This is an optimization exercise on Yosys and OpenROAD, whose aim is small area, a short achievable clock period and few clock cycles per item, not a production implementation.
At most, simulation tests tie the RTL to the original design; equivalence was not proved.
For runs 3 to 8, only the layout was checked, not whether the RTL still works.
Power figures rest on the tool's default switching activity, not on a simulated workload.

[design/flow/config.mk]
export PLATFORM = sky130hd
export DESIGN_NAME = rho_pi_inv_serial
export DESIGN_NICKNAME = rho_pi_inv_serial
export VERILOG_FILES = /design/flow/design.v
export SDC_FILE = /design/flow/constraint.sdc
export NUM_CORES = 4
export LEC_CHECK = 0
export ABC_CLOCK_PERIOD_IN_PS = 3000
export CAP_MARGIN = 20
export CORE_MARGIN = 2
export CORE_UTILIZATION = 40
export SETUP_SLACK_MARGIN = 3.9
export SLEW_MARGIN = 20
[design/flow/constraint.sdc]
create_clock -name core_clock -period 7.0 [get_ports {clk}]
set_input_delay 1.4000 -clock core_clock [delete_from_list [all_inputs] [get_ports {clk}]]
set_output_delay 1.4000 -clock core_clock [all_outputs]
set_load 0.01 [all_outputs]
[design/flow/design.v]
module rho_pi_inv_serial #(
    parameter bit BYPASS_RHO = 1'b0
) (
    input  logic        clk,
    input  logic        rst_n,
    input  logic        s_valid,
    output logic        s_ready,
    input  logic [63:0] s_data,
    output logic        m_valid,
    input  logic        m_ready,
    output logic [63:0] m_data,
    output logic        m_last,
    output logic        busy
);
    localparam logic [5:0] WMASK = 6'b111111;
    function automatic logic [5:0] nxt_pos(input logic [4:0] x);
        logic [5:0] v;
        case (x)
            5'd0: v = 6'b000000;  5'd1: v = 6'b000010;  5'd2: v = 6'b000110;  5'd3: v = 6'b000100;
            5'd4: v = 6'b001111;  5'd5: v = 6'b010111;  5'd6: v = 6'b010010;  5'd7: v = 6'b000001;
            5'd8: v = 6'b001110;  5'd9: v = 6'b001001;  5'd10: v = 6'b000011;  5'd11: v = 6'b010001;
            5'd12: v = 6'b001000;  5'd13: v = 6'b010100;  5'd14: v = 6'b001101;  5'd15: v = 6'b010000;
            5'd16: v = 6'b001100;  5'd17: v = 6'b010101;  5'd18: v = 6'b000111;  5'd19: v = 6'b001011;
            5'd20: v = 6'b001010;  5'd21: v = 6'b000101;  5'd22: v = 6'b010110;  5'd23: v = 6'b010011;
            default: v = 6'b100000;
        endcase
        nxt_pos = v;
    endfunction
    function automatic logic [1:0] add3(input logic [1:0] a, input logic [1:0] b);
        logic [2:0] s;
        s = {1'b0, a} + {1'b0, b};
        add3 = (s >= 3'd3) ? 2'(s - 3'd3) : s[1:0];
    endfunction
    function automatic logic [24:0] slot_oh(input logic [5:0] v, input logic [2:0] g8,
                                            input logic [1:0] g3);
        logic [2:0] a8;
        logic [1:0] a3;
        a8 = v[2:0] + g8;
        a3 = add3(v[4:3], g3);
        slot_oh = '0;
        if (v[5]) slot_oh[24] = 1'b1;
        else      slot_oh[{a3, a8}] = 1'b1;
    endfunction
    function automatic logic [5:0] rot_amt(input logic [4:0] m);
        logic [5:0] k;
        case (m)
            5'd0:  k = 6'd0;   5'd1:  k = 6'd1;   5'd2:  k = 6'd62;  5'd3:  k = 6'd28;
            5'd4:  k = 6'd27;  5'd5:  k = 6'd36;  5'd6:  k = 6'd44;  5'd7:  k = 6'd6;
            5'd8:  k = 6'd55;  5'd9:  k = 6'd20;  5'd10: k = 6'd3;   5'd11: k = 6'd10;
            5'd12: k = 6'd43;  5'd13: k = 6'd25;  5'd14: k = 6'd39;  5'd15: k = 6'd41;
            5'd16: k = 6'd45;  5'd17: k = 6'd15;  5'd18: k = 6'd21;  5'd19: k = 6'd8;
            5'd20: k = 6'd18;  5'd21: k = 6'd2;   5'd22: k = 6'd61;  5'd23: k = 6'd56;
            5'd24: k = 6'd14;
            default: k = 6'd0;
        endcase
        rot_amt = BYPASS_RHO ? 6'd0 : k;
    endfunction
    function automatic logic [5:0] in_rot_amt(input logic [4:0] j);
        logic [5:0] k;
        case (j)
            5'd0:  k = 6'd0;   5'd1:  k = 6'd44;  5'd2:  k = 6'd43;  5'd3:  k = 6'd21;
            5'd4:  k = 6'd14;  5'd5:  k = 6'd28;  5'd6:  k = 6'd20;  5'd7:  k = 6'd3;
            5'd8:  k = 6'd45;  5'd9:  k = 6'd61;  5'd10: k = 6'd1;   5'd11: k = 6'd6;
            5'd12: k = 6'd25;  5'd13: k = 6'd8;   5'd14: k = 6'd18;  5'd15: k = 6'd27;
            5'd16: k = 6'd36;  5'd17: k = 6'd10;  5'd18: k = 6'd15;  5'd19: k = 6'd56;
            5'd20: k = 6'd62;  5'd21: k = 6'd55;  5'd22: k = 6'd39;  5'd23: k = 6'd41;
            5'd24: k = 6'd2;
            default: k = 6'd0;
        endcase
        in_rot_amt = BYPASS_RHO ? 6'd0 : k;
    endfunction
    function automatic logic [63:0] rotr(input logic [63:0] x, input logic [5:0] k);
        logic [127:0] d;
        d = {x, x} >> k;
        rotr = d[63:0];
    endfunction
    logic [63:0] lanes [25];
    logic [2:0]  g8;          
    logic [1:0]  g3;          
    logic [4:0]  wr_idx;      
    logic [24:0] wr_oh;       
    logic [5:0]  wr_rot;      
    logic        rd_active;   
    logic [4:0]  rd_idx;      
    logic [24:0] rd_oh;       
    logic [5:0]  rd_rot;      
    logic        out_valid;
    logic        out_last;
    logic [63:0] out_data;
    logic        ready_q;     
    logic        busy_q;
    logic        in_hs;
    logic        start;       
    logic        ld;          
    logic        out_free;
    assign in_hs    = s_valid && ready_q;
    assign start    = in_hs && (wr_idx == 5'd24);
    assign out_free = !out_valid || m_ready;
    assign ld       = out_free && (rd_active || start);
    assign s_ready = rst_n && ready_q;
    assign m_valid = rst_n && out_valid;
    assign busy    = rst_n && busy_q;
    assign m_last  = out_last;
    assign m_data  = out_data;
    logic [63:0] wr_word;
    logic [63:0] rd_word;
    assign wr_word = rotr(s_data, wr_rot);
    always_comb begin
        rd_word = '0;
        for (int s = 0; s < 25; s++) begin
            rd_word = rd_word | ({64{rd_oh[s]}} & lanes[s]);
        end
    end
    always_ff @(posedge clk) begin
        for (int s = 0; s < 25; s++) begin
            if (in_hs && wr_oh[s]) begin
                lanes[s] <= wr_word;
            end
        end
    end
    always_ff @(posedge clk) begin
        if (ld) begin
            out_data <= rotr(rd_word, rd_rot);
            out_last <= (rd_idx == 5'd24);
        end
    end
    logic        wr_last, rd_last;
    logic [2:0]  g8_i;
    logic [1:0]  g3_i;
    logic [4:0]  wr_idx_i, rd_idx_i;
    logic [24:0] wr_oh_i, rd_oh_i, rd_oh_s;
    logic [5:0]  wr_rot_i, rd_rot_i;
    logic        eq, eq1;
    always_comb begin
        wr_last  = (wr_idx == 5'd24);
        wr_idx_i = wr_last ? 5'd0 : wr_idx + 5'd1;
        g8_i     = g8 + 3'd1;
        g3_i     = add3(g3, 2'd1);
        wr_oh_i  = slot_oh(nxt_pos(wr_idx), g8, g3);
        wr_rot_i = in_rot_amt(wr_idx_i) & WMASK;
        rd_last  = (rd_idx == 5'd24);
        rd_idx_i = rd_last ? 5'd0 : rd_idx + 5'd1;
        rd_oh_i  = slot_oh(nxt_pos(rd_idx), g8, g3);
        rd_rot_i = rot_amt(rd_idx_i) & ~WMASK;
        rd_oh_s  = slot_oh(nxt_pos(5'd0), g8_i, g3_i);
        eq       = (wr_idx == rd_idx);
        eq1      = (wr_idx + 5'd1 == rd_idx);
    end
    logic rd_active_n, out_valid_n, ready_n, wr_nz_n;
    always_comb begin
        out_valid_n = ld || (out_valid && !m_ready);
        wr_nz_n     = in_hs ? !wr_last : (wr_idx != 5'd0);
        if (start) begin
            rd_active_n = 1'b1;
            ready_n     = ld;
        end else if (rd_active) begin
            rd_active_n = !(ld && rd_last);
            if (ld && rd_last)     ready_n = 1'b1;
            else if (ld && !in_hs) ready_n = 1'b1;
            else if (ld == in_hs)  ready_n = !eq;
            else                   ready_n = !eq && !eq1;
        end else begin
            rd_active_n = 1'b0;
            ready_n     = 1'b1;
        end
    end
    always_ff @(posedge clk) begin
        if (!rst_n) begin
            g8        <= 3'd0;
            g3        <= 2'd0;
            wr_idx    <= 5'd0;
            wr_oh     <= 25'd1 << 24;
            wr_rot    <= 6'd0;
            rd_active <= 1'b0;
            rd_idx    <= 5'd0;
            rd_oh     <= 25'd1 << 24;
            rd_rot    <= 6'd0;
            out_valid <= 1'b0;
            ready_q   <= 1'b1;
            busy_q    <= 1'b0;
        end else begin
            if (in_hs) begin
                wr_idx <= wr_idx_i;
                wr_oh  <= wr_oh_i;
                wr_rot <= wr_rot_i;
            end
            if (start) begin
                g8 <= g8_i;
                g3 <= g3_i;
            end
            if (start) begin
                if (ld) begin
                    rd_idx <= 5'd1;
                    rd_oh  <= rd_oh_s;
                    rd_rot <= rot_amt(5'd1) & ~WMASK;
                end else begin
                    rd_idx <= 5'd0;
                    rd_oh  <= 25'd1 << 24;
                    rd_rot <= 6'd0;
                end
            end else if (ld) begin
                rd_idx <= rd_idx_i;
                rd_oh  <= rd_last ? (25'd1 << 24) : rd_oh_i;
                rd_rot <= rd_rot_i;
            end
            rd_active <= rd_active_n;
            out_valid <= out_valid_n;
            ready_q   <= ready_n;
            busy_q    <= wr_nz_n || rd_active_n || out_valid_n;
        end
    end
endmodule
[design/flow/run.sh]
#!/bin/bash
# synth_recipe.tcl (not shown) runs the flow's synth.tcl, then flattens the netlist and writes it again
# the make line also repeats each setting of config.mk as NAME=value (left out here)
make -C /OpenROAD-flow-scripts/flow DESIGN_CONFIG=/design/flow/config.mk WORK_HOME=/design/flow/orfs CLKGATE_MAP_FILE= SYNTH_SCRIPT=/design/flow/synth_recipe.tcl finish
==> impl_metrics.yaml, run 1 <==
run_status:
  status: "complete, no violations"
die:
  die_area_um2: 175000
  coreArea_um2: 170000
  die_w_um: 418
  die_h_um: 418
  fp-row-count: 151
  start_util: 0.404
  io_pins: 136
sta:
  skew_ns: 0.0489
  finalSetupViolations: 0
  grt_setup_unrepaired: "true"
  max_freq_mhz: 305
  finalHoldViolCount: 0
  slew_violations: 0
  min_period_ns: 3.28
  holdWs_ns: 0.458
  worstMarginPinSlew_ns: 1.27
  setup_tns_ns: 0
  fin_crit_sh: 0.468
  max_slew_margin: 0.155
clock_network:
  clock_path_buffers: 3
  clk_latency_ns: 0.82
  cts_inserted_buffers: 177
  h-tree-depth: 4
  cts_tree: "yes"
  cts.sinks: 1752
  clkSlewWorstSetupHoldPaths_ns: 0.06
  root_buffer: "clkbuf_16"
power:
  leakage_uw: 0.0266
  p_int_uw: 19300
  ir_drop_v: 0.000217
  power_density_nw_per_um2: 316
  seqPwrFrac: 0.483
  power_switching_uw: 6830
  comb_power_share: 0.157
  total_power_uw: 26100
  clockPowerShare: 0.360
  switching_share: 0.261
global_routing:
  grt_overflow_total: 0
  grt_max_degree: 66
  antenna_found_initial: 4
  grt_pass1_wl_um: 321000
  grt_pass1_vias: 40800
  track_usage: 0.262
route:
  dr.first_iter.drc_count: 7137
  firstDrtPassIters: 6
  ant_nets: 0
  wirelength_um: 238000
  wire_per_inst_um: 35.4
  via_per_inst: 6.53
  drc: 0
  vias: 44000
finish:
  finalCoreUtilization: 0.487
  final_cells: 6730
  register_area_um2: 51900
  nNetsFinal: 4472
  synthToLayoutAreaGrowth_pct: 20.7
  final_cell_mix: "edfxtp_1, a22oi_1, clkbuf_16"
  layout-drive-gt1-share: 0.191
  multi_input_area_um2: 18100
  n_fill_cell: 14000
  layout_commonest_cell: "edfxtp_1"
job:
  max_cap_viol_count: 0
placement:
  dp_hpwl_um: 117000
  io_buffers: 135
  dp_cells: 6238
  gp_congestion: 0.839
worst_setup_path:
  cp_cell_sequence: "clkdlybuf4s50_1, mux4_2, nand2_1, o21ai_0, o21ai_0, mux2_4, mux2i_4, buf_12"
  cp.arrival_ns: 3.84
  cpPeakStageDelay_ns: 0.53
  endpoint_kind: "flop"
  crit_buf_inv: 2
  cpMostUsedCell: "o21ai_0"
  crit_fanout: 13
  start_kind: "input pin"
  worst-setup-path-type: "in2reg"
  crit_required_ns: 7.56
  path_delay_family: "multiplexers"
  reg2reg_slack_ns: 3.93
  slowest_stage: "mux4_2"
synthesis:
  async_flop_share: 0
  synth-main-ff-cell: "edfxtp_1"
  synth_seq_cells: 1752
  synth_area_um2: 68500
  synth_enable_flop_cells: 1665
  synthCells: 4052
  seq_area_frac_synth: 0.756
  postSynthAreaPerCell_um2: 16.9
  yosys_warnings: 2
  ys_types: 76
  syn-num-nets: 4159
hold_path:
  hold_path.class: "reg2reg"
[logic make-up (layout without fill, tap and decap cells)]
logic type | Yosys count | in the layout | share of synthesized area
xor gates and xnor gates | 32 | 33 | 0.00450
muxes | 302 | 359 | 0.0557
adders and majority gates | 39 | 39 | 0.00757
buffers and inverters | 307 | 706 | 0.0178
AOI/OAI and AO/OA | 1003 | 1003 | 0.111
other | 0 | 2 | 0
DFF | 1752 | 1752 | 0.756
and+or+nand+nor | 617 | 618 | 0.0474
[through the flow]
stage               area [µm²]  setup slack [ns]
global route             82700              3.80
detailed placement       73200              2.31
finish                   82700              3.72
global placement         73200              2.34
floorplan                69100              2.95
CTS                      80700              3.61
[power groups by stage]
stage | clock [µW] | combinational, µW | sequential (µW)
after detailed placement | 0 | 2470 | 12900
after floorplan | 0 | 1490 | 12800
after global placement | 0 | 2410 | 12900
after global routing | 9870 | 4210 | 12600
after CTS | 9460 | 3240 | 12600
final | 9410 | 4090 | 12600
[Yosys cell counts (28+ instances only)]
| cell type | instances | area, µm² |
|---|---|---|
| a21oi_1 | 43 | 215 |
| a221oi_1 | 80 | 701 |
| a222oi_1 | 64 | 641 |
| a22o_1 | 67 | 587 |
| a22oi_1 | 588 | 4410 |
| and3_1 | 29 | 181 |
| buf_1 | 62 | 233 |
| buf_2 | 28 | 140 |
| clkbuf_1 | 171 | 642 |
| dfxtp_1 | 87 | 1740 |
| edfxtp_1 | 1665 | 50000 |
| ha_1 | 35 | 438 |
| inv_1 | 36 | 135 |
| mux2_2 | 93 | 1050 |
| mux2i_1 | 155 | 1550 |
| mux4_2 | 54 | 1220 |
| nand2_1 | 178 | 668 |
| nand3_1 | 72 | 360 |
| nand4_1 | 137 | 857 |
| nor2_1 | 48 | 180 |
| o21ai_0 | 82 | 410 |
| or3_1 | 70 | 438 |
[sequential cells by signal (all words and copies together), names as in the netlist, named ones only]
register   flops
g8             3
ready_q        1
out_last       1
rd_oh         25
out_data      64
lanes       1600
wr_idx         5
rd_idx         5
wr_oh         25
g3             2
busy_q         1
wr_rot         6
out_valid      1
rd_active      1
[final cells by class]
class,instances,share of cell area
clock buffers,217,0.0557
clock inverters,107,0.0141
inverters,40,0.00192
multi-input cells,2052,0.219
diodes,2,0.0000605
repair buffers,342,0.0479
flip-flops and latches,1752,0.627
well taps,2218,0.0336
[worst register-to-register path, delay by kind of cell (launching register included)]
family	cells	cell delay, ns
compound gates	2	0.54
buf+inv	2	0.44
flops	1	0.56
mux	3	1.17
simple gates	1	0.09
[routing by layer]
| metal | up-vias | track usage | wire [µm] |
|---|---|---|---|
| met4 | 6 | 0.0718 | 7740 |
| li1 | 17600 | - | - |
| met5 | - | 0 | 261 |
| met3 | 463 | 0.0668 | 32900 |
| met2 | 3090 | 0.400 | 106000 |
| met1 | 22800 | 0.371 | 90800 |
[timing repair]
| item | in CTS | in global routing |
|---|---|---|
| cloned | 38 | 24 |
| setup buffers | 39 | 65 |
| resized for setup | 187 | 127 |
| hold buffers | 0 | 0 |
| setup endpoints to repair | 1890 | 1642 |
| pin swaps | 8 | 12 |
[final timing paths]
kind | start | end | cells after the start
worst max-delay path | s_data[45] | lanes[23][1] | 8
worst min-delay path | wr_oh[6] | wr_oh[6] | 2
worst max register to register | wr_rot[0] | lanes[23][1] | 8
worst min register to register | wr_oh[6] | wr_oh[6] | 2
Testbench counts, summed over its fixed seeds: cycles 8,200, items 320.
==> run 2, diff against run 1 <==
--- a/design/flow/config.mk
+++ b/design/flow/config.mk
@@ -9,5 +9,7 @@
 export CAP_MARGIN = 20
 export CORE_MARGIN = 2
 export CORE_UTILIZATION = 40
+export CTS_CLUSTER_DIAMETER = 120
+export CTS_CLUSTER_SIZE = 24
 export SETUP_SLACK_MARGIN = 3.9
 export SLEW_MARGIN = 20
==> run 2 against run 1 <==
Net effect:
- still clean on timing, DRC and antenna
- total power shrank 13%
- global-route usage grew 0.40 points
- clock power shrank 41%
- worst setup slack gained 0.10 ns
- cell count shrank 2.4%
- hold slack gained 0.0084 ns
- first-iteration DRC count grew 5.3%
- die area is the same
==> impl_metrics.yaml, run 2 <==
power:
  leakage_uw: 0.0257
  power_density_nw_per_um2: 281
  ir_drop_v: 0.000179
global_routing:
  grt_pass1_vias: 40400
  antenna_found_initial: 7
  grt_max_degree: 66
  grt_overflow_total: 0
  track_usage: 0.266
  grt_pass1_wl_um: 324000
finish:
  layout-drive-gt1-share: 0.181
  final_cell_mix: "edfxtp_1, a22oi_1, nand2_1"
  register_area_um2: 51900
  synthToLayoutAreaGrowth_pct: 17.5
  n_fill_cell: 14200
  multi_input_area_um2: 18400
  layout_commonest_cell: "edfxtp_1"
  reg_top3: "lanes: 1600 flops, out_data: 64 flops"
  largest_reg_flops: 1600
  nNetsFinal: 4428
  largest-register: "lanes"
route:
  wirelength_um: 239000
  drc: 0
  via_per_inst: 6.62
  firstDrtPassIters: 7
  wire_per_inst_um: 36.4
  ant_nets: 0
  vias: 43500
  dr.first_iter.drc_count: 7516
sta:
  fin_crit_sh: 0.454
  worst_slack_ns: 3.82
  finalSetupViolations: 0
  min_period_ns: 3.18
  setup_tns_ns: 0
  max_slew_margin: 0.196
  max_freq_mhz: 315
  finalHoldViolCount: 0
  grt_setup_unrepaired: "true"
  slew_violations: 0
  skew_ns: 0.0701
  worstMarginPinSlew_ns: 1.21
die:
  die_area_um2: 175000
  die_w_um: 418
  coreArea_um2: 170000
  fp-row-count: 151
  die_h_um: 418
  io_pins: 136
  start_util: 0.404
worst_setup_path:
  start_kind: "input pin"
  cpPeakStageDelay_ns: 0.15
  cp.arrival_ns: 1.78
  cp_cell_sequence: "buf_12, and2_4, buf_6"
  slowest_stage: "and2_4"
  worst-setup-path-type: "in2out"
  endpoint_kind: "output port"
  crit_fanout: 5
  crit_required_ns: 5.60
  crit_buf_inv: 2
  path_delay_family: "buffers and inverters"
placement:
  io_buffers: 135
  pre_cts_ws_ns: 2.31
  gp_congestion: 0.839
  dp_hpwl_um: 117000
clock_network:
  cts_inserted_buffers: 84
  cts.sinks: 1752
  h-tree-depth: 3
  clkSlewWorstSetupHoldPaths_ns: 0.10
  clock_path_buffers: 3
  cts_tree: "yes"
  ctsHoldBuffers: 0
  clk_latency_ns: 0.75
  root_buffer: "clkbuf_16"
run_status:
  status: "complete, no violations"
synthesis:
  postSynthAreaPerCell_um2: 16.9
  synthTopCellsByCount: "edfxtp_1, a22oi_1, nand2_1, clkbuf_1, mux2i_1"
  seq_area_frac_synth: 0.756
  yosys_warnings: 2
  synth.most_common_cell: "edfxtp_1"
  synth_seq_cells: 1752
  syn-num-nets: 4159
  synthCells: 4052
  synth_enable_flop_cells: 1665
  synth_top_area_share: 0.730
  ys_types: 76
  synth-main-ff-cell: "edfxtp_1"
  yosysTopAreaCell: "edfxtp_1"
  synth_area_um2: 68500
  synth_area_leaders: "edfxtp_1, a22oi_1, dfxtp_1"
  async_flop_share: 0
hold_path:
  hold_path.class: "reg2reg"
job:
  max_cap_viol_count: 0
## run 2: cell counts after synthesis
Identical to the previous run, type by type.
## run 2: routing by layer
metal | up-vias | track usage | share of wire | routed length (µm)
met5 | - | 0 | 0.000088 | 21
met4 | 4 | 0.0781 | 0.032 | 7570
met3 | 359 | 0.0745 | 0.14 | 32900
met2 | 3094 | 0.406 | 0.45 | 108000
met1 | 22600 | 0.370 | 0.38 | 90700
li1 | 17400 | - | - | -
## run 2: power breakdown
group          switching, µW  internal, µW
clock network           3250          2310
logic                   2740          1720
registers               81.0         12500
## run 2: layout make-up
type,instances,area share
inverter,40,0.00204
clock buffer,105,0.0282
tap,2218,0.0345
sequential,1752,0.644
timing repair buffer,391,0.0612
antenna,2,0.0000622
clock inverter,6,0.00129
multi-input combinational,2052,0.228
## run 2: worst paths after layout
kind / cells past startpoint / slack (ns) / startpoint / end
worst max-delay path: 3 / 3.82 / rst_n / m_valid
worst min-delay path: 2 / 0.47 / wr_oh[6] / wr_oh[6]
worst max register to register: 9 / 3.97 / wr_rot[0] / lanes[21][1]
worst min register to register: 2 / 0.47 / wr_oh[6] / wr_oh[6]
## run 2: per-stage QoR
stage | instance area (µm²) | total power, µW | hold WS, ns | std cells | util
6_report | 80500 | 22600 | 0.466 | 6566 | 0.474
3_5_place_dp | 73200 | 15300 | 0.445 | 6238 | 0.432
2_1_floorplan | 69100 | 14300 | 0.416 | 4052 | -
5_1_grt | 80500 | 23100 | 0.491 | 6564 | 0.474
4_1_cts | 78600 | 21900 | 0.469 | 6488 | 0.464
3_3_place_gp | 73200 | 15300 | 0.437 | 6236 | 0.431
## run 2: what timing repair did
| item | CTS | global route |
|---|---|---|
| buffers inserted | 83 | 67 |
| gates cloned | 56 | 9 |
| setup endpoints to repair | 1948 | 1712 |
| pin swaps | 7 | 17 |
| resized for setup | 206 | 176 |
## run 2: kinds of logic (layout without fill, tap and decap cells)
group / Yosys count / count (layout) / share of synthesized area
adders and majority gates: 39 / 39 / 0.00757
muxes: 302 / 358 / 0.0557
other: 0 / 2 / 0
xor gates and xnor gates: 32 / 33 / 0.00450
and+or+nand+nor: 617 / 619 / 0.0474
DFF: 1752 / 1752 / 0.756
buffers and inverters: 307 / 542 / 0.0178
AOI/OAI and AO/OA: 1003 / 1003 / 0.111
## run 2: worst register-to-register path: stages, from the launching register on
cell and delay, ns:
dfxtp_4 0.49, bufbuf_16 0.40, mux4_2 0.59, mux2i_1 0.25, nand2_1 0.10, o21ai_0 0.18, mux2_4 0.24, buf_12 0.16
mux2i_4 0.13, buf_12 0.19
==> run 3, diff against run 2 <==
--- a/design/flow/design.v
+++ b/design/flow/design.v
@@ -12,7 +12,7 @@
     output logic        m_last,
     output logic        busy
 );
-    localparam logic [5:0] WMASK = 6'b111111;
+    localparam logic [5:0] WMASK = 6'b111000;
     function automatic logic [5:0] nxt_pos(input logic [4:0] x);
         logic [5:0] v;
         case (x)
@@ -30,6 +30,10 @@
         logic [2:0] s;
         s = {1'b0, a} + {1'b0, b};
         add3 = (s >= 3'd3) ? 2'(s - 3'd3) : s[1:0];
+    endfunction
+    function automatic logic [5:0] slot_a(input logic [5:0] v, input logic [2:0] g8,
+                                          input logic [1:0] g3);
+        slot_a = {v[5], add3(v[4:3], g3), v[2:0] + g8};
     endfunction
     function automatic logic [24:0] slot_oh(input logic [5:0] v, input logic [2:0] g8,
                                             input logic [1:0] g3);
@@ -78,7 +82,7 @@
     logic [2:0]  g8;          
     logic [1:0]  g3;          
     logic [4:0]  wr_idx;      
-    logic [24:0] wr_oh;       
+    logic [5:0]  wr_a;        
     logic [5:0]  wr_rot;      
     logic        rd_active;   
     logic [4:0]  rd_idx;      
@@ -111,9 +115,15 @@
             rd_word = rd_word | ({64{rd_oh[s]}} & lanes[s]);
         end
     end
+    logic [24:0] wr_sel;
+    always_comb begin
+        wr_sel = '0;
+        if (wr_a[5]) wr_sel[24] = 1'b1;
+        else         wr_sel[wr_a[4:0]] = 1'b1;
+    end
     always_ff @(posedge clk) begin
         for (int s = 0; s < 25; s++) begin
-            if (in_hs && wr_oh[s]) begin
+            if (in_hs && wr_sel[s]) begin
                 lanes[s] <= wr_word;
             end
         end
@@ -128,7 +138,8 @@
     logic [2:0]  g8_i;
     logic [1:0]  g3_i;
     logic [4:0]  wr_idx_i, rd_idx_i;
-    logic [24:0] wr_oh_i, rd_oh_i, rd_oh_s;
+    logic [5:0]  wr_a_i;
+    logic [24:0] rd_oh_i, rd_oh_s;
     logic [5:0]  wr_rot_i, rd_rot_i;
     logic        eq, eq1;
     always_comb begin
@@ -136,7 +147,7 @@
         wr_idx_i = wr_last ? 5'd0 : wr_idx + 5'd1;
         g8_i     = g8 + 3'd1;
         g3_i     = add3(g3, 2'd1);
-        wr_oh_i  = slot_oh(nxt_pos(wr_idx), g8, g3);
+        wr_a_i   = slot_a(nxt_pos(wr_idx), g8, g3);
         wr_rot_i = in_rot_amt(wr_idx_i) & WMASK;
         rd_last  = (rd_idx == 5'd24);
         rd_idx_i = rd_last ? 5'd0 : rd_idx + 5'd1;
@@ -169,7 +180,7 @@
             g8        <= 3'd0;
             g3        <= 2'd0;
             wr_idx    <= 5'd0;
-            wr_oh     <= 25'd1 << 24;
+            wr_a      <= 6'b100000;
             wr_rot    <= 6'd0;
             rd_active <= 1'b0;
             rd_idx    <= 5'd0;
@@ -181,7 +192,7 @@
         end else begin
             if (in_hs) begin
                 wr_idx <= wr_idx_i;
-                wr_oh  <= wr_oh_i;
+                wr_a   <= wr_a_i;
                 wr_rot <= wr_rot_i;
             end
             if (start) begin
==> run 3 against run 2 <==
Net effect:
- still clean on timing, DRC and antenna
- critical endpoint is now busy
- synthesized cell count down 5.7%
- hold slack better by 0.0086 ns
- non-clock buffer count decreased by 47
==> impl_metrics.yaml, run 3 <==
clock_network:
  ctsHoldBuffers: 0
  cts_tree: "yes"
  h-tree-depth: 3
  cts.sinks: 1733
  clock_path_buffers: 3
  root_buffer: "clkbuf_16"
  clkSlewWorstSetupHoldPaths_ns: 0.10
  cts_inserted_buffers: 82
  clk_latency_ns: 0.75
worst_setup_path:
  endpoint_kind: "output port"
  worst-setup-path-type: "in2out"
  cp.arrival_ns: 1.74
  reg2reg_slack_ns: 3.87
  start_kind: "input pin"
  crit_fanout: 4
  crit_required_ns: 5.60
hold_path:
  hold_path.class: "reg2reg"
synthesis:
  synth-main-ff-cell: "edfxtp_1"
  yosys_warnings: 2
  synthTopCellsByCount: "edfxtp_1, a22oi_1, mux2_2, nand4_1"
  syn-num-nets: 3936
  synth_area_leaders: "edfxtp_1, a22oi_1, mux4_2"
  async_flop_share: 0
  synth_area_um2: 68000
  postSynthAreaPerCell_um2: 17.8
  yosysTopAreaCell: "edfxtp_1"
  ys_types: 80
  synth.most_common_cell: "edfxtp_1"
  synthCells: 3823
  synth_enable_flop_cells: 1665
  synth_top_area_share: 0.735
  seq_area_frac_synth: 0.755
  synth_seq_cells: 1733
placement:
  placed_area_um2: 72200
  gp_congestion: 0.805
  dp_hpwl_um: 120000
  io_buffers: 135
die:
  start_util: 0.402
  coreArea_um2: 169000
  die_w_um: 416
  die_area_um2: 173000
  die_h_um: 416
  fp-row-count: 151
  io_pins: 136
route:
  vias: 41500
  drc: 0
  wire_per_inst_um: 37.1
  dr.first_iter.drc_count: 7152
  via_per_inst: 6.65
  wirelength_um: 231000
  ant_nets: 0
  firstDrtPassIters: 6
finish:
  largest-register: "lanes"
  nNetsFinal: 4119
  stdcell_area_um2: 77400
  layout_commonest_cell: "edfxtp_1"
  final_cell_mix: "edfxtp_1, a22oi_1, mux2_2, nand4_1"
  finalCoreUtilization: 0.458
  n_fill_cell: 14200
  reg_top3: "lanes: 1600 flops, out_data: 64 flops, rd_oh: 25 flops"
  layout-drive-gt1-share: 0.187
  synthToLayoutAreaGrowth_pct: 13.8
  largest_reg_flops: 1600
sta:
  max_slew_margin: 0.247
  finalHoldViolCount: 0
  fin_crit_sh: 0.449
  setup_tns_ns: 0
  worstMarginPinSlew_ns: 1.12
  skew_ns: 0.0665
  slew_violations: 0
  grt_setup_unrepaired: "true"
  finalSetupViolations: 0
  holdWs_ns: 0.475
  min_period_ns: 3.14
  max_freq_mhz: 318
power:
  ir_drop_v: 0.000183
  leakage_uw: 0.0236
  power_density_nw_per_um2: 240
global_routing:
  grt_pass1_wl_um: 316000
  grt_overflow_total: 0
  antenna_found_initial: 9
  grt_pass1_vias: 39200
  track_usage: 0.260
  grt_max_degree: 67
run_status:
  status: "complete, no violations"
job:
  max_cap_viol_count: 0
==> run 3: changes by cell type after synthesis, sizes merged, moves of 7 or more <==
cell and delta:
nand2 -120, nor2 +25, dfxtp -19, mux2i -148, mux2 +37, nand4 -7
mux4 +75, buf +28, and3 -22, nand3 +19, a22oi -8, clkbuf -42
o21ai -40
==> run 3: cells by family (layout without fill, tap and decap cells) <==
family,Yosys count,after routing,share of synthesized area
flip-flops,1733,1733,0.755
XOR/XNOR,32,32,0.00454
buffers and inverters,298,488,0.0179
AND/OR/NAND/NOR,499,507,0.0401
adder cells (fa/ha/maj),45,45,0.00872
multiplexers,266,266,0.0653
AO/OA/AOI/OAI,950,950,0.108
other,0,4,0
==> run 3: layer usage <==
| metal | track usage | share of wire |
|---|---|---|
| met3 | 0.0537 | 0.12 |
| met5 | 0 | 0.00025 |
| met2 | 0.407 | 0.46 |
| met4 | 0.0903 | 0.040 |
| met1 | 0.362 | 0.38 |
==> run 3: final cells by class <==
cell class | instances | area [µm²] | area share
Antenna cell | 4 | 10.0 | 0.000129
Timing Repair Buffer | 344 | 4310 | 0.0557
Clock inverter | 6 | 88.8 | 0.00115
Sequential cell | 1733 | 51500 | 0.665
Multi-Input combinational cell | 1800 | 16400 | 0.212
Inverter | 45 | 174 | 0.00225
Clock buffer | 93 | 2160 | 0.0279
Tap cell | 2218 | 2780 | 0.0359
==> run 3: metrics by stage <==
stage	total power, µW	worst slack [ns]	std cells
finish	18600	3.86	6243
global route	19000	3.83	6239
CTS	18600	3.86	6214
detailed placement	13300	2.00	6003
global placement	13300	1.99	6003
floorplan	12800	2.66	3823
==> run 3: power by group <==
group	switching [µW]	total [µW]	internal, µW
clock	3190	5410	2210
combinational	939	1300	363
sequential	54.2	11900	11800
==> run 3: final timing paths <==
kind / depth (start not counted) / start / endpoint
setup reg to reg: 6 / rd_oh[20] / out_data[18]
hold reg to reg: 2 / wr_a_i[5] / wr_a[5]
hold / removal: 2 / wr_a_i[5] / wr_a[5]
setup / recovery: 3 / rst_n / busy
==> run 3: repair_timing <==
item,CTS,global route
setup endpoints to repair,1697,683
resized for setup,218,57
pin swaps,47,27
buffers inserted,94,24
cloned,18,1
==> run 3: worst max-delay path, stage by stage <==
cell and delay [ns]:
buf_8 0.10, and2_4 0.13, buf_6 0.11
==> run 4, diff against run 3 <==
--- a/design/flow/config.mk
+++ b/design/flow/config.mk
@@ -8,7 +8,7 @@
 export ABC_CLOCK_PERIOD_IN_PS = 3000
 export CAP_MARGIN = 20
 export CORE_MARGIN = 2
-export CORE_UTILIZATION = 40
+export CORE_UTILIZATION = 60
 export CTS_CLUSTER_DIAMETER = 120
 export CTS_CLUSTER_SIZE = 24
 export SETUP_SLACK_MARGIN = 3.9
==> run 4 against run 3 <==
Net effect:
- non-clock buffer count is 3 higher
- hold slack lost 0.020 ns
- synthesized cell count stayed put
- combinational power up 4%
- worst setup slack got worse by 0.12 ns
- flip-flop and latch count did not move
- largest cell class unchanged
==> impl_metrics.yaml, run 4 <==
run_status:
  status: "complete, no violations"
die:
  io_pins: 136
  fp-row-count: 123
  coreArea_um2: 112000
  start_util: 0.605
  die_h_um: 341
  die_w_um: 341
  die_area_um2: 116000
power:
  power_switching_uw: 4200
  clockPowerShare: 0.288
  p_int_uw: 14400
  switching_share: 0.226
  comb_power_share: 0.073
  seqPwrFrac: 0.639
  ir_drop_v: 0.000282
  leakage_uw: 0.0238
  power_density_nw_per_um2: 242
route:
  dr.first_iter.drc_count: 7798
  ant_nets: 0
  firstDrtPassIters: 8
  vias: 42700
  drc: 0
  via_per_inst: 7.72
  wire_per_inst_um: 42.8
  wirelength_um: 237000
synthesis:
  yosysTopAreaCell: "edfxtp_1"
  synth.most_common_cell: "edfxtp_1"
  seq_area_frac_synth: 0.755
  async_flop_share: 0
  synthTopCellsByCount: "edfxtp_1, a22oi_1, mux2_2, nand4_1"
  ys_types: 80
  synth_top_area_share: 0.735
  synth-main-ff-cell: "edfxtp_1"
  synth_area_leaders: "edfxtp_1, a22oi_1, mux4_2"
  synthCells: 3823
  postSynthAreaPerCell_um2: 17.8
  synth_area_um2: 68000
  yosys_warnings: 2
  synth_enable_flop_cells: 1665
  syn-num-nets: 3936
  synth_seq_cells: 1733
global_routing:
  antenna_found_initial: 5
  grt_pass1_vias: 40400
  grt_max_degree: 66
  grt_pass1_wl_um: 320000
  track_usage: 0.402
  grt_overflow_total: 0
sta:
  grt_setup_unrepaired: "true"
  setup_tns_ns: 0
  min_period_ns: 3.26
  worst_slack_ns: 3.74
  max_slew_margin: 0.184
  skew_ns: 0.0239
  worstMarginPinSlew_ns: 1.21
  slew_violations: 0
  finalHoldViolCount: 0
  fin_crit_sh: 0.466
  finalSetupViolations: 0
  max_freq_mhz: 306
clock_network:
  cts_tree: "yes"
  clock_path_buffers: 3
  clk_latency_ns: 0.74
  ctsHoldBuffers: 0
  cts.sinks: 1733
  h-tree-depth: 3
  clkSlewWorstSetupHoldPaths_ns: 0.10
  cts_inserted_buffers: 82
  root_buffer: "clkbuf_16"
worst_setup_path:
  cp_cell_sequence: "buf_8, buf_12, and2_4, buf_6"
  crit_required_ns: 5.60
  endpoint_kind: "output port"
  slowest_stage: "and2_4"
  worst-setup-path-type: "in2out"
  cp.arrival_ns: 1.86
  start_kind: "input pin"
  crit_fanout: 4
  cpPeakStageDelay_ns: 0.13
finish:
  largest-register: "lanes"
  n_fill_cell: 7281
  reg_top3: "lanes: 1600 flops, out_data: 64 flops, rd_oh: 25 flops"
  layout_commonest_cell: "edfxtp_1"
  largest_reg_flops: 1600
  layout-drive-gt1-share: 0.189
  synthToLayoutAreaGrowth_pct: 12.7
  multi_input_area_um2: 16400
  register_area_um2: 51500
  nNetsFinal: 4125
  final_cell_mix: "edfxtp_1, a22oi_1, nand4_1"
job:
  max_cap_viol_count: 0
hold_path:
  hold_path.class: "reg2reg"
placement:
  dp_hpwl_um: 120000
  io_buffers: 135
  gp_congestion: 0.904
  pre_cts_ws_ns: 1.99
## run 4: cell counts after synthesis
No cell type changed its count.
## run 4: per-layer routing
layer	vias to the layer above	wire, µm	share of wire	global-route usage
li1	16500	-	-	-
met1	21700	80100	0.34	0.558
met2	3902	106000	0.45	0.610
met3	671	36800	0.16	0.0974
met4	0	14500	0.061	0.185
met5	-	0	0	0
## run 4: area by class of cell
cell class                      count  area share
Antenna cell                        4    0.000131
Clock buffer                       97      0.0281
Clock inverter                      7     0.00108
Inverter                           45     0.00230
Multi-Input combinational cell   1803       0.214
Sequential cell                  1733       0.671
Tap cell                         1500      0.0245
Timing Repair Buffer              347      0.0590
## run 4: through the flow
stage	hold WS [ns]	std cells	cell area [µm²]	util	power (µW)
2_1_floorplan	0.417	3823	68200	-	12800
3_3_place_gp	0.439	5273	71200	0.633	13300
3_5_place_dp	0.440	5274	71300	0.634	13400
4_1_cts	0.470	5494	75900	0.674	18500
5_1_grt	0.505	5532	76700	0.681	19000
6_report	0.455	5536	76700	0.682	18600
## run 4: critical path: cells and delay by family
family | cells | cell delay, ns
buffers and inverters | 3 | 0.33
and+or+nand+nor | 1 | 0.13
## run 4: final timing paths
kind / from / end / slack (ns) / cells after the start
setup reg to reg: rd_oh[13] / out_data[39] / 3.85 / 6
setup / recovery: rst_n / busy / 3.74 / 4
hold reg to reg: wr_a_i[5] / wr_a[5] / 0.45 / 2
hold / removal: wr_a_i[5] / wr_a[5] / 0.45 / 2
## run 4: logic make-up (layout without fill, tap and decap cells)
family | after synthesis | in the layout | synth area share
flip-flops | 1733 | 1733 | 0.755
AO/OA/AOI/OAI | 950 | 950 | 0.108
AND/OR/NAND/NOR | 499 | 510 | 0.0401
buffers and inverters | 298 | 496 | 0.0179
multiplexers | 266 | 266 | 0.0653
adder cells (fa/ha/maj) | 45 | 45 | 0.00872
XOR/XNOR | 32 | 32 | 0.00454
other | 0 | 4 | 0
## run 4: power groups by stage
stage	registers (µW)	clock network [µW]	logic, µW
after floorplan	12100	0	691
after global placement	12100	0	1210
after detailed placement	12100	0	1260
after CTS	11900	5320	1310
after global routing	11900	5660	1410
final	11900	5360	1350
## run 4: what timing repair did
| item | 4_1_cts | 5_1_grt |
|---|---|---|
| setup endpoints to repair | 1750 | 504 |
| cloned | 25 | 7 |
| buffers inserted | 91 | 31 |
| pin swaps | 43 | 24 |
| resized for setup | 198 | 69 |
==> run 5, diff against run 4 <==
--- a/design/flow/config.mk
+++ b/design/flow/config.mk
@@ -9,7 +9,7 @@
 export CAP_MARGIN = 20
 export CORE_MARGIN = 2
 export CORE_UTILIZATION = 60
-export CTS_CLUSTER_DIAMETER = 120
-export CTS_CLUSTER_SIZE = 24
+export CTS_CLUSTER_DIAMETER = 100
+export CTS_CLUSTER_SIZE = 30
 export SETUP_SLACK_MARGIN = 3.9
 export SLEW_MARGIN = 20
==> run 5 against run 4 <==
Net effect:
- area after synthesis is the same
- utilization shrank 0.66 points
- global-route usage shrank 1.1 points
==> impl_metrics.yaml, run 5 <==
run_status:
  status: "complete, no violations"
synthesis:
  ys_types: 80
  synth_area_um2: 68000
  synthTopCellsByCount: "edfxtp_1, a22oi_1, mux2_2, nand4_1"
  synth_seq_cells: 1733
  yosysTopAreaCell: "edfxtp_1"
  synth.most_common_cell: "edfxtp_1"
  synthCells: 3823
  synth_area_leaders: "edfxtp_1, a22oi_1, mux4_2"
  synth_enable_flop_cells: 1665
  synth-main-ff-cell: "edfxtp_1"
  postSynthAreaPerCell_um2: 17.8
  synth_top_area_share: 0.735
  syn-num-nets: 3936
  seq_area_frac_synth: 0.755
  yosys_warnings: 2
  async_flop_share: 0
finish:
  multi_input_area_um2: 16300
  layout-drive-gt1-share: 0.183
  largest_reg_flops: 1600
  layout_commonest_cell: "edfxtp_1"
  register_area_um2: 51500
  reg_top3: "lanes: 1600 flops, out_data: 64 flops, rd_oh: 25 flops"
  synthToLayoutAreaGrowth_pct: 11.6
  final_cell_mix: "edfxtp_1, a22oi_1, nand4_1"
  largest-register: "lanes"
  n_fill_cell: 7421
  finalCoreUtilization: 0.675
  nNetsFinal: 4105
worst_setup_path:
  worst-setup-path-type: "in2out"
  r2r-start: "rd_oh[8]"
  crit_fanout: 4
  timing.rr.end: "out_data[52]"
  reg2reg_slack_ns: 3.85
  cp_cell_sequence: "buf_8, buf_12, and2_4, clkbuf_2"
  start_kind: "input pin"
  crit_buf_inv: 3
  cp.arrival_ns: 1.87
  slowest_stage: "buf_12"
  path_delay_family: "buffers and inverters"
  crit_required_ns: 5.60
  endpoint_kind: "output port"
  r2r.worst_path.cells: 6
  cpPeakStageDelay_ns: 0.12
clock_network:
  clock_path_buffers: 3
  cts_tree: "yes"
  h-tree-depth: 3
  clk_latency_ns: 0.70
  cts_inserted_buffers: 70
  cts.sinks: 1733
  root_buffer: "clkbuf_16"
  clkSlewWorstSetupHoldPaths_ns: 0.12
global_routing:
  grt_pass1_vias: 39900
  grt_overflow_total: 0
  track_usage: 0.390
  antenna_found_initial: 6
  grt_max_degree: 66
  grt_pass1_wl_um: 313000
placement:
  dp_hpwl_um: 120000
  io_buffers: 135
  gp_congestion: 0.904
die:
  die_h_um: 341
  die_area_um2: 116000
  io_pins: 136
  coreArea_um2: 112000
  die_w_um: 341
  start_util: 0.605
  fp-row-count: 123
hold_path:
  hold_start: "wr_a_i[5]"
  hold_path.class: "reg2reg"
  hold_end: "wr_a[5]"
  worstHoldPathCells: 2
job:
  max_cap_viol_count: 0
sta:
  holdWs_ns: 0.468
  setup_tns_ns: 0
  max_freq_mhz: 306
  worstMarginPinSlew_ns: 1.10
  grt_setup_unrepaired: "true"
  max_slew_margin: 0.269
  min_period_ns: 3.27
  finalHoldViolCount: 0
  finalSetupViolations: 0
  skew_ns: 0.0388
  slew_violations: 0
  fin_crit_sh: 0.467
route:
  vias: 42100
  firstDrtPassIters: 8
  wirelength_um: 230000
  dr.first_iter.drc_count: 8064
  wire_per_inst_um: 41.8
  via_per_inst: 7.63
  ant_nets: 0
  drc: 0
power:
  leakage_uw: 0.0234
  power_density_nw_per_um2: 240
  ir_drop_v: 0.000193
run 5: cell counts after synthesis:
No cell type changed its count.
run 5: timing repair:
action,4_1_cts,5_1_grt
endpoints found under the setup margin,1748,349
pin swaps,43,20
buffers inserted,86,37
hold buffers,0,0
gates resized for setup,168,57
gates cloned,17,6
run 5: worst max path at each step:
stage / from / end / slack, ns / cells after the start
global route: rst_n / busy / 3.73 / 4
finish: rst_n / busy / 3.73 / 4
CTS: rst_n / busy / 3.63 / 4
floorplan: s_valid / ready_q / 2.66 / 11
global placement: s_valid / lanes[2][21] / 2.07 / 7
detailed placement: s_valid / lanes[2][6] / 1.99 / 7
run 5: area by class of cell:
class | count | share of cell area
multi-input combinational | 1803 | 0.214
clock inverter | 11 | 0.00213
clock buffer | 81 | 0.0242
sequential | 1733 | 0.678
tap | 1500 | 0.0247
timing repair buffer | 339 | 0.0542
antenna | 5 | 0.000165
inverter | 45 | 0.00229
run 5: through the flow:
step | setup WS, ns | instance area, µm² | cells | total power [µW]
floorplan | 2.66 | 68200 | 3823 | 12800
global placement | 2.07 | 71200 | 5273 | 13300
detailed placement | 1.99 | 71300 | 5274 | 13400
CTS | 3.63 | 75200 | 5469 | 18200
global route | 3.73 | 75900 | 5512 | 18600
finish | 3.73 | 75900 | 5517 | 18300
run 5: where the power goes:
part	internal (µW)	leakage, µW	switching, µW
Sequential	11800	0.0156	55.6
Combinational	365	0.00683	971
Clock	1930	0.000969	3110
Total	14100	0.0234	4140
run 5: layer usage:
layer / share of wire / wire length (µm) / track usage
met5: 0.00023 / 54 / 0
met1: 0.35 / 80300 / 0.552
met2: 0.45 / 104000 / 0.602
met4: 0.053 / 12200 / 0.158
met3: 0.15 / 33400 / 0.0823
run 5: kinds of logic (layout without fill, tap and decap cells):
group           count (synthesis)  count (layout)  share of synthesized area
xor+xnor                       32              32                    0.00454
other cells                     0               5                          0
compound gates                950             950                      0.108
flops                        1733            1733                      0.755
buf+inv                       298             476                     0.0179
mux                           266             266                     0.0653
fa+ha+maj                      45              45                    0.00872
simple gates                  499             510                     0.0401
run 5: worst register-to-register path, cell delays in order, from the launching register on:
cell and delay [ns]:
dfxtp_4 0.51, buf_6 0.42, a22oi_1 0.27, nand4_1 0.16, or3_1 0.67, mux4_2 0.59
mux2_2 0.31
==> run 6, diff against run 5 <==
--- a/design/flow/config.mk
+++ b/design/flow/config.mk
@@ -8,8 +8,8 @@
 export ABC_CLOCK_PERIOD_IN_PS = 3000
 export CAP_MARGIN = 20
 export CORE_MARGIN = 2
-export CORE_UTILIZATION = 60
-export CTS_CLUSTER_DIAMETER = 100
-export CTS_CLUSTER_SIZE = 30
-export SETUP_SLACK_MARGIN = 3.9
+export CORE_UTILIZATION = 40
+export CTS_CLUSTER_DIAMETER = 120
+export CTS_CLUSTER_SIZE = 24
+export SETUP_SLACK_MARGIN = 3.85
 export SLEW_MARGIN = 20
==> run 6 against run 5 <==
Net effect:
- clock skew is 0.013 ns higher
- clock power is 8.5% higher
- largest power group unchanged
- synthesized cell count stayed put
- non-clock buffer count is 19 higher
- sequential share of layout area is 1.4 points lower
- maximum frequency is 0.35% higher
- still clean on timing, DRC and antenna
- critical path type unchanged
- register-to-register slack worse by 0.06 ns
==> impl_metrics.yaml, run 6 <==
clock_network:
  clock_path_buffers: 3
  clk_latency_ns: 0.76
  cts.sinks: 1733
  cts_tree: "yes"
  h-tree-depth: 3
  root_buffer: "clkbuf_16"
  cts_inserted_buffers: 83
  clkSlewWorstSetupHoldPaths_ns: 0.10
synthesis:
  synth_enable_flop_cells: 1665
  yosys_warnings: 2
  seq_area_frac_synth: 0.755
  synthCells: 3823
  yosysTopAreaCell: "edfxtp_1"
  synth_top_area_share: 0.735
  syn-num-nets: 3936
  synth-main-ff-cell: "edfxtp_1"
  async_flop_share: 0
  ys_types: 80
  synth_area_leaders: "edfxtp_1, a22oi_1, mux4_2"
  synth_seq_cells: 1733
  synth_area_um2: 68000
  synth.most_common_cell: "edfxtp_1"
  synthTopCellsByCount: "edfxtp_1, a22oi_1, mux2_2, nand4_1"
  postSynthAreaPerCell_um2: 17.8
die:
  coreArea_um2: 169000
  io_pins: 136
  die_w_um: 416
  die_area_um2: 173000
  start_util: 0.402
  die_h_um: 416
  fp-row-count: 151
power:
  ir_drop_v: 0.000195
  power_density_nw_per_um2: 241
  leakage_uw: 0.0237
finish:
  layout_commonest_cell: "edfxtp_1"
  reg_top3: "lanes: 1600 flops, out_data: 64 flops, rd_oh: 25 flops"
  multi_input_area_um2: 16200
  layout-drive-gt1-share: 0.184
  register_area_um2: 51500
  nNetsFinal: 4132
  largest-register: "lanes"
  n_fill_cell: 14200
  largest_reg_flops: 1600
  final_cell_mix: "edfxtp_1, a22oi_1, nand4_1, clkdlybuf4s50_1, mux4_2"
  synthToLayoutAreaGrowth_pct: 14.0
  finalCoreUtilization: 0.458
run_status:
  status: "complete, no violations"
worst_setup_path:
  crit_required_ns: 5.60
  worst-setup-path-type: "in2out"
  reg2reg_slack_ns: 3.79
  start_kind: "input pin"
  crit_start: "rst_n"
  worstSetupEndpoint: "m_valid"
  timing.rr.end: "out_data[21]"
  r2r-start: "rd_oh[23]"
  r2r.worst_path.cells: 6
  cp.arrival_ns: 1.85
  endpoint_kind: "output port"
  crit_fanout: 4
sta:
  setup_tns_ns: 0
  max_freq_mhz: 307
  finalSetupViolations: 0
  grt_setup_unrepaired: "true"
  worstMarginPinSlew_ns: 1.06
  skew_ns: 0.0522
  finalHoldViolCount: 0
  fin_crit_sh: 0.465
  slew_violations: 0
  max_slew_margin: 0.290
  min_period_ns: 3.25
global_routing:
  grt_overflow_total: 0
  grt_max_degree: 67
  antenna_found_initial: 8
  track_usage: 0.260
  grt_pass1_vias: 39700
  grt_pass1_wl_um: 316000
job:
  max_cap_viol_count: 0
hold_path:
  hold_start: "wr_a_i[5]"
  hold_path.class: "reg2reg"
route:
  ant_nets: 0
  drc: 0
  firstDrtPassIters: 6
  dr.first_iter.drc_count: 7427
  vias: 41600
  via_per_inst: 6.65
  wire_per_inst_um: 36.8
  wirelength_um: 230000
placement:
  gp_congestion: 0.812
  io_buffers: 135
  dp_hpwl_um: 119000
[run 6: stage by stage]
stage               area (µm²)  hold slack, ns  cells  total power [µW]  worst slack [ns]
finish                   77500           0.473   6264             18600              3.75
global route             77500           0.493   6258             19100              3.74
CTS                      77000           0.481   6237             18600              3.74
detailed placement       72200           0.454   5997             13400              2.08
global placement         72200           0.445   5995             13300              1.95
floorplan                68200           0.417   3823             12800              2.66
[run 6: routing by layer]
layer | track usage | share of wire
met1 | 0.363 | 0.38
met2 | 0.405 | 0.46
met3 | 0.0482 | 0.12
met5 | 0 | 0.000056
met4 | 0.0997 | 0.044
[run 6: worst min path at each step]
stage / endpoint / depth (start not counted)
floorplan: wr_a[5] / 2
global placement: rd_rot[2] / 1
detailed placement: wr_a[5] / 2
CTS: wr_a[5] / 2
global route: wr_a[5] / 2
finish: wr_a[5] / 2
[run 6: timing repair]
item	CTS	global route
hold buffers	0	0
buffers inserted	110	19
setup endpoints to repair	1675	923
resized for setup	181	53
cloned	25	0
pin swaps	45	20
[run 6: critical path, cell delays in order]
cell and delay, ns:
buf_12 0.10, buf_12 0.11, and2_4 0.13, buf_6 0.11
[run 6: where the power goes]
group | switching [µW] | internal, µW
Clock | 3240 | 2230
Sequential | 54.4 | 11800
Combinational | 942 | 361
[run 6: area by class of cell]
class	instances	area share
Antenna cell	7	0.000226
Clock buffer	95	0.0277
Clock inverter	10	0.00212
Inverter	45	0.00228
Multi-Input combinational cell	1798	0.209
Sequential cell	1733	0.664
Tap cell	2218	0.0358
Timing Repair Buffer	358	0.0591
[run 6: cells by family after synthesis]
group / Yosys count / synth area share
AO/OA/AOI/OAI: 950 / 0.108
buffers and inverters: 298 / 0.0179
XOR/XNOR: 32 / 0.00454
AND/OR/NAND/NOR: 499 / 0.0401
flip-flops: 1733 / 0.755
multiplexers: 266 / 0.0653
adder cells (fa/ha/maj): 45 / 0.00872
==> run 7, diff against run 6 <==
--- a/design/flow/design.v
+++ b/design/flow/design.v
@@ -12,7 +12,7 @@
     output logic        m_last,
     output logic        busy
 );
-    localparam logic [5:0] WMASK = 6'b111000;
+    localparam logic [5:0] WMASK = 6'b111100;
     function automatic logic [5:0] nxt_pos(input logic [4:0] x);
         logic [5:0] v;
         case (x)
--- a/design/flow/config.mk
+++ b/design/flow/config.mk
@@ -11,5 +11,5 @@
 export CORE_UTILIZATION = 40
 export CTS_CLUSTER_DIAMETER = 120
 export CTS_CLUSTER_SIZE = 24
-export SETUP_SLACK_MARGIN = 3.85
+export SETUP_SLACK_MARGIN = 3.9
 export SLEW_MARGIN = 20
==> run 7 against run 6 <==
Net effect:
- still clean on timing, DRC and antenna
- critical endpoint is now busy
- via count shrank 1.2%
- sequential power grew 3%
- global-route usage shrank 0.40 points
- highest routed layer unchanged
- critical path type unchanged
==> impl_metrics.yaml, run 7 <==
run_status:
  status: "complete, no violations"
power:
  leakage_uw: 0.0226
  power_density_nw_per_um2: 260
  ir_drop_v: 0.000178
die:
  start_util: 0.401
  fp-row-count: 151
  die_area_um2: 173000
  die_h_um: 416
  die_w_um: 416
  coreArea_um2: 169000
  io_pins: 136
route:
  via_per_inst: 6.63
  wirelength_um: 226000
  wire_per_inst_um: 36.5
  vias: 41100
  dr.first_iter.drc_count: 7143
  firstDrtPassIters: 8
  ant_nets: 0
  drc: 0
clock_network:
  cts.sinks: 1733
  cts_inserted_buffers: 82
  root_buffer: "clkbuf_16"
  clk_latency_ns: 0.71
  clock_path_buffers: 3
  clkSlewWorstSetupHoldPaths_ns: 0.10
  h-tree-depth: 3
  cts_tree: "yes"
sta:
  min_period_ns: 3.25
  max_freq_mhz: 307
  finalHoldViolCount: 0
  worstMarginPinSlew_ns: 1.03
  max_slew_margin: 0.316
  holdWs_ns: 0.495
  slew_violations: 0
  skew_ns: 0.0370
  setup_tns_ns: 0
  finalSetupViolations: 0
  fin_crit_sh: 0.465
  worst_slack_ns: 3.75
  grt_setup_unrepaired: "true"
worst_setup_path:
  reg2reg_slack_ns: 3.84
  timing.rr.end: "out_data[62]"
  crit_fanout: 4
  endpoint_kind: "output port"
  crit_start: "rst_n"
  cp.arrival_ns: 1.85
  r2r.worst_path.cells: 5
  crit_required_ns: 5.60
  start_kind: "input pin"
  r2r-start: "rd_oh[23]"
  worst-setup-path-type: "in2out"
placement:
  io_buffers: 135
  gp_congestion: 0.846
  dp_cells: 6020
  placed_area_um2: 72200
  dp_hpwl_um: 127000
  pre_cts_ws_ns: 2.01
global_routing:
  antenna_found_initial: 14
  grt_pass1_wl_um: 311000
  track_usage: 0.256
  grt_max_degree: 66
  grt_pass1_vias: 38800
  grt_overflow_total: 0
synthesis:
  ys_types: 74
  yosys_warnings: 2
  yosysTopAreaCell: "edfxtp_1"
  synth_top_area_share: 0.737
  seq_area_frac_synth: 0.758
  synth_area_leaders: "edfxtp_1, a22oi_1, mux4_2"
  synth_enable_flop_cells: 1665
  synthTopCellsByCount: "edfxtp_1, a22oi_1, clkbuf_1, mux2i_1, a221oi_1"
  synthCells: 3831
  syn-num-nets: 3945
  synth_seq_cells: 1733
  synth.most_common_cell: "edfxtp_1"
  synth-main-ff-cell: "edfxtp_1"
  postSynthAreaPerCell_um2: 17.7
  synth_area_um2: 67800
  async_flop_share: 0
job:
  max_cap_viol_count: 0
hold_path:
  hold_path.class: "reg2reg"
  hold_start: "wr_a_i[5]"
  hold_end: "wr_a[5]"
  worstHoldPathCells: 2
finish:
  final_cell_mix: "edfxtp_1, a22oi_1, a221oi_1"
  final_cells: 6204
  largest_reg_flops: 1600
  stdcell_area_um2: 75700
  layout_commonest_cell: "edfxtp_1"
  register_area_um2: 51500
  layout-drive-gt1-share: 0.130
  multi_input_area_um2: 15900
  reg_top3: "lanes: 1600 flops, out_data: 64 flops, rd_oh: 25 flops"
  largest-register: "lanes"
  n_fill_cell: 14500
  synthToLayoutAreaGrowth_pct: 11.7
  nNetsFinal: 4075
[run 7: how the worst max path moves through the flow]
stage | cells after the start | to
2_1_floorplan | 10 | ready_q
3_3_place_gp | 7 | lanes[5][44]
3_5_place_dp | 7 | lanes[5][11]
4_1_cts | 4 | busy
5_1_grt | 4 | busy
6_report | 4 | busy
[run 7: what timing repair did]
item	CTS	global route
gates resized for setup	79	38
setup endpoints to repair	2965	907
hold buffers	0	0
buffers inserted	47	16
pin swaps	21	6
gates cloned	12	0
[run 7: layout make-up]
type,instances,share of cell area
Sequential cell,1733,0.680
Clock inverter,5,0.000777
Timing Repair Buffer,297,0.0423
Tap cell,2218,0.0367
Inverter,41,0.00226
Antenna cell,8,0.000264
Clock buffer,96,0.0278
Multi-Input combinational cell,1806,0.210
[run 7: cells by family (layout without fill, tap and decap cells)]
kind of cell	after synthesis	count (layout)	share of synthesized area
DFF	1733	1733	0.758
AOI/OAI and AO/OA	960	960	0.110
and+or+nand+nor	488	495	0.0378
buffers and inverters	299	439	0.0169
muxes	277	277	0.0646
adders and majority gates	46	46	0.00893
xor gates and xnor gates	28	28	0.00432
other	0	8	0
[run 7: where the power goes]
group,leakage [µW],internal (µW),total [µW],switching (µW)
clock,0.00105,2150,5300,3150
sequential,0.0156,12200,12300,64.6
combinational,0.00599,484,2130,1640
total,0.0226,14800,19700,4860
[run 7: critical path: stages]
cell	delay, ns
buf_8	0.10
buf_12	0.11
and2_4	0.13
buf_6	0.11
[run 7: per-layer routing]
metal	track usage	share of wire	routed length, µm	vias to the layer above
met5	0	0.00026	59	-
met4	0.0612	0.026	5860	8
met3	0.0470	0.12	27200	302
met2	0.403	0.46	104000	2850
met1	0.370	0.39	88500	21600
li1	-	-	-	16300
[run 7: through the flow]
step | util | power, µW
finish | 0.448 | 19700
floorplan | - | 13500
global route | 0.448 | 20200
global placement | 0.428 | 14500
CTS | 0.446 | 19600
detailed placement | 0.428 | 14500
==> run 8, diff against run 7 <==
==> design/flow/flow/run.sh (new file) <==
#!/bin/bash
# The standard layout, with the port buffers that buffer_ports inserts made
# plain buffers (buf_2) instead of the library's default pick (a delay cell).
set -euo pipefail
export BUFFER_PORTS_ARGS="-buffer_cell sky130_fd_sc_hd__buf_2"
bash standard.sh > standard_flow.log 2>&1
==> design/flow/standard.sh (new file) <==
#!/bin/bash
# synth_recipe.tcl (not shown) runs the flow's synth.tcl, then flattens the netlist and writes it again
# the make line also repeats each setting of config.mk as NAME=value (left out here)
make -C /OpenROAD-flow-scripts/flow DESIGN_CONFIG=/design/flow/config.mk WORK_HOME=/design/flow/orfs CLKGATE_MAP_FILE= SYNTH_SCRIPT=/design/flow/synth_recipe.tcl "${@:-finish}"
removed: design/flow/run.sh
==> run 8 against run 7 <==
Net effect:
- critical path depth grew 3
- clock skew up 0.0039 ns
- register-to-register slack got worse by 0.04 ns
- largest cell class unchanged
- global-route usage fell by 0.053 points
- worst setup slack improved by 0.050 ns
- non-clock buffer count fell by 1
- largest power group unchanged
- routed wire length grew 0.51%
- highest routed layer is now met4
- area after synthesis is the same
==> impl_metrics.yaml, run 8 <==
synthesis:
  synth_compound_area_frac: 0.110
  synth_top_area_share: 0.737
  synth_area_um2: 67800
  synth_enable_flop_cells: 1665
  synthMuxAreaShare: 0.0646
  synth_adder_area_share: 0.00893
  synth-main-ff-cell: "edfxtp_1"
  postSynthAreaPerCell_um2: 17.7
  yosys.area_share.simple: 0.0378
  synth_seq_cells: 1733
  ys_types: 74
  synth-xor-area-share: 0.00432
  synth_top_family_by_area: "compound AO/OA/AOI/OAI gates"
  synth.most_common_cell: "edfxtp_1"
  syn-num-nets: 3945
  seq_area_frac_synth: 0.758
  async_flop_share: 0
  yosysTopAreaCell: "edfxtp_1"
  synthCells: 3831
  synthTopCellsByCount: "edfxtp_1, a22oi_1, clkbuf_1, mux2i_1, a221oi_1"
  synth_area_leaders: "edfxtp_1, a22oi_1, mux4_2"
  yosys_warnings: 2
worst_setup_path:
  endpoint_kind: "flop"
  timing.rr.end: "out_data[16]"
  reg2reg_slack_ns: 3.80
  cpMostUsedCell: "nand4_1"
  crit_required_ns: 7.38
  crit_buf_inv: 1
  cp.arrival_ns: 3.58
  start_kind: "flop"
  crit_fanout: 24
  r2r-start: "rd_oh[9]"
  cp_cell_sequence: "buf_4, a22oi_1, nand4_1, nor2_1, nand4_1, mux2i_4, mux2i_1"
  r2r.worst_path.cells: 7
  path_delay_family: "simple AND/OR/NAND/NOR gates"
  worst-setup-path-type: "reg2reg"
  cpPeakStageDelay_ns: 0.57
  slowest_stage: "dfxtp_4"
route:
  firstDrtPassIters: 6
  top_layer: "met4"
  wl_met3_um: 29100
  wire_per_inst_um: 36.7
  drt-met1-wl_um: 88600
  wl_met2_um: 102000
  wirelength_um: 227000
  vias: 41300
  dr.first_iter.drc_count: 7301
  ant_nets: 0
  via_per_inst: 6.67
  drc: 0
clock_network:
  cts.sinks: 1733
  cts_tree: "yes"
  cts_inserted_buffers: 82
  h-tree-depth: 3
  clk_latency_ns: 0.72
  root_buffer: "clkbuf_16"
  clkSlewWorstSetupHoldPaths_ns: 0.10
  clock_path_buffers: 3
sta:
  finalSetupViolations: 0
  max_slew_margin: 0.292
  worstMarginPinSlew_ns: 1.06
  skew_ns: 0.0409
  finalHoldViolCount: 0
  max_freq_mhz: 312
  grt_setup_unrepaired: "true"
  fin_crit_sh: 0.457
  setup_tns_ns: 0
  slew_violations: 0
  min_period_ns: 3.20
power:
  clockPowerShare: 0.271
  power_density_nw_per_um2: 263
  switching_share: 0.248
  p_int_uw: 14800
  comb_power_share: 0.107
  power_switching_uw: 4900
  seqPwrFrac: 0.621
  ir_drop_v: 0.000189
  leakage_uw: 0.0226
die:
  coreArea_um2: 169000
  die_w_um: 416
  die_h_um: 416
  io_pins: 136
  die_area_um2: 173000
  fp-row-count: 151
  start_util: 0.401
placement:
  io_buffers: 135
  dp_hpwl_um: 127000
  gp_congestion: 0.830
  placed_area_um2: 71600
job:
  max_cap_viol_count: 0
global_routing:
  grt_pass1_wl_um: 311000
  track_usage: 0.256
  grt_overflow_total: 0
  antenna_found_initial: 8
  grt_max_degree: 66
  grt_pass1_vias: 38500
finish:
  register_area_um2: 51500
  largest_reg_flops: 1600
  layout-drive-gt1-share: 0.163
  reg_top3: "lanes: 1600 flops, out_data: 64 flops, rd_oh: 25 flops"
  layout_commonest_cell: "edfxtp_1"
  largest-register: "lanes"
  final_cell_mix: "edfxtp_1, a22oi_1, mux2i_1, a221oi_1, buf_2"
  stdcell_area_um2: 75100
  synthToLayoutAreaGrowth_pct: 10.7
  nNetsFinal: 4074
  multi_input_area_um2: 15800
  n_fill_cell: 14600
hold_path:
  hold_end: "wr_a[5]"
  hold_start: "wr_a_i[5]"
  worstHoldPathCells: 2
  hold_path.class: "reg2reg"
run_status:
  status: "complete, no violations"
run 8: worst max path at each step:
| stage | start | endpoint | cells after the start |
|---|---|---|---|
| after floorplan | s_valid | ready_q | 10 |
| after global placement | s_valid | lanes[12][47] | 7 |
| after detailed placement | s_valid | lanes[9][46] | 7 |
| after CTS | s_valid | lanes[0][55] | 6 |
| after global routing | s_valid | lanes[14][11] | 8 |
| final | rd_oh[9] | out_data[16] | 7 |
run 8: area by class of cell:
cell class,instances,share of cell area
antenna,4,0.000133
multi-input combinational,1806,0.211
tap,2218,0.0370
sequential,1733,0.686
clock inverter,7,0.00117
clock buffer,89,0.0280
timing repair buffer,296,0.0353
inverter,41,0.00223
run 8: through the flow:
stage / cells / setup slack, ns / util / hold slack, ns / total power, µW
6_report: 6194 / 3.80 / 0.445 / 0.485 / 19700
5_1_grt: 6190 / 3.80 / 0.444 / 0.520 / 20200
4_1_cts: 6160 / 3.38 / 0.442 / 0.484 / 19700
3_5_place_dp: 6016 / 2.31 / 0.424 / 0.471 / 14500
3_3_place_gp: 6013 / 2.32 / 0.423 / 0.464 / 14500
2_1_floorplan: 3831 / 2.93 / - / 0.415 / 13500
run 8: metal layers:
layer	GRT usage	vias up
met2	0.390	2981
li1	-	16300
met4	0.0733	0
met5	0	-
met3	0.0508	355
met1	0.372	21600
run 8: worst reg2reg max path, stage by stage (launching register included):
cell     delay (ns)
dfxtp_4        0.57
buf_4          0.38
a22oi_1        0.31
nand4_1        0.34
nor2_1         0.29
nand4_1        0.37
mux2i_4        0.37
mux2i_1        0.23
run 8: timing repair:
item,CTS,global route
resized for setup,56,51
gates cloned,12,3
setup endpoints to repair,2925,1343
setup buffers,36,26
pin swaps,18,10
hold buffers,0,0
run 8: cells by family after synthesis:
group	after synthesis
buffers and inverters	299
AO/OA/AOI/OAI	960
multiplexers	277
flip-flops	1733
XOR/XNOR	28
AND/OR/NAND/NOR	488
adder cells (fa/ha/maj)	46
run 8: power by group through the flow:
stage / Clock, µW / Combinational, µW / Sequential, µW
final: 5360 / 2120 / 12300
after CTS: 5360 / 2060 / 12300
after detailed placement: 0 / 2010 / 12500
after global routing: 5690 / 2220 / 12300
after global placement: 0 / 1970 / 12500
after floorplan: 0 / 1060 / 12400

[port drivers added, routing unchanged]
The flow's constraints put no driver on any port. The routed layouts listed below were extracted and timed again, unchanged, in two steps. Step 1 sets driving cells, clkbuf_16 on the clock port and buf_2 on the other inputs (assumed; they add their load-dependent delay and slew). Step 2 times the ports against the registers' clock, not the clock port: input delays grow and output delays shrink by t, the midpoint of the rising clock arrivals with the driver on. Three values: ideal, step 1, step 2; two values: the first two.
| run | t (ns) | slack for setup (ns) | clock arrival spread, ns | worst register clock-pin slew, ns | cell pins on the clock port's net |
|---|---|---|---|---|---|
| run 1 | 0.886 | 3.721 / 3.776 / 2.895 | 0.076 / 0.076 | 0.07 / 0.07 | 1 |
| run 2 | 0.806 | 3.823 / 3.777 / 3.116 | 0.072 / 0.072 | 0.10 / 0.10 | 1 |
| run 3 | 0.801 | 3.860 / 3.821 / 3.166 | 0.067 / 0.067 | 0.10 / 0.10 | 1 |
| run 4 | 0.800 | 3.736 / 3.697 / 3.172 | 0.031 / 0.031 | 0.11 / 0.11 | 1 |
| run 5 | 0.768 | 3.734 / 3.692 / 3.378 | 0.043 / 0.043 | 0.12 / 0.12 | 1 |
| run 6 | 0.822 | 3.745 / 3.700 / 3.192 | 0.054 / 0.054 | 0.11 / 0.11 | 1 |
| run 7 | 0.770 | 3.748 / 3.706 / 3.112 | 0.038 / 0.039 | 0.10 / 0.10 | 1 |
| run 8 | 0.778 | 3.798 / 3.694 / 3.068 | 0.041 / 0.041 | 0.10 / 0.10 | 1 |
After both steps setup and hold are still met in every run listed. For run 1, which loses most, drivers alone change the setup slack by +0.055 ns; drivers and shift together by -0.826 ns.
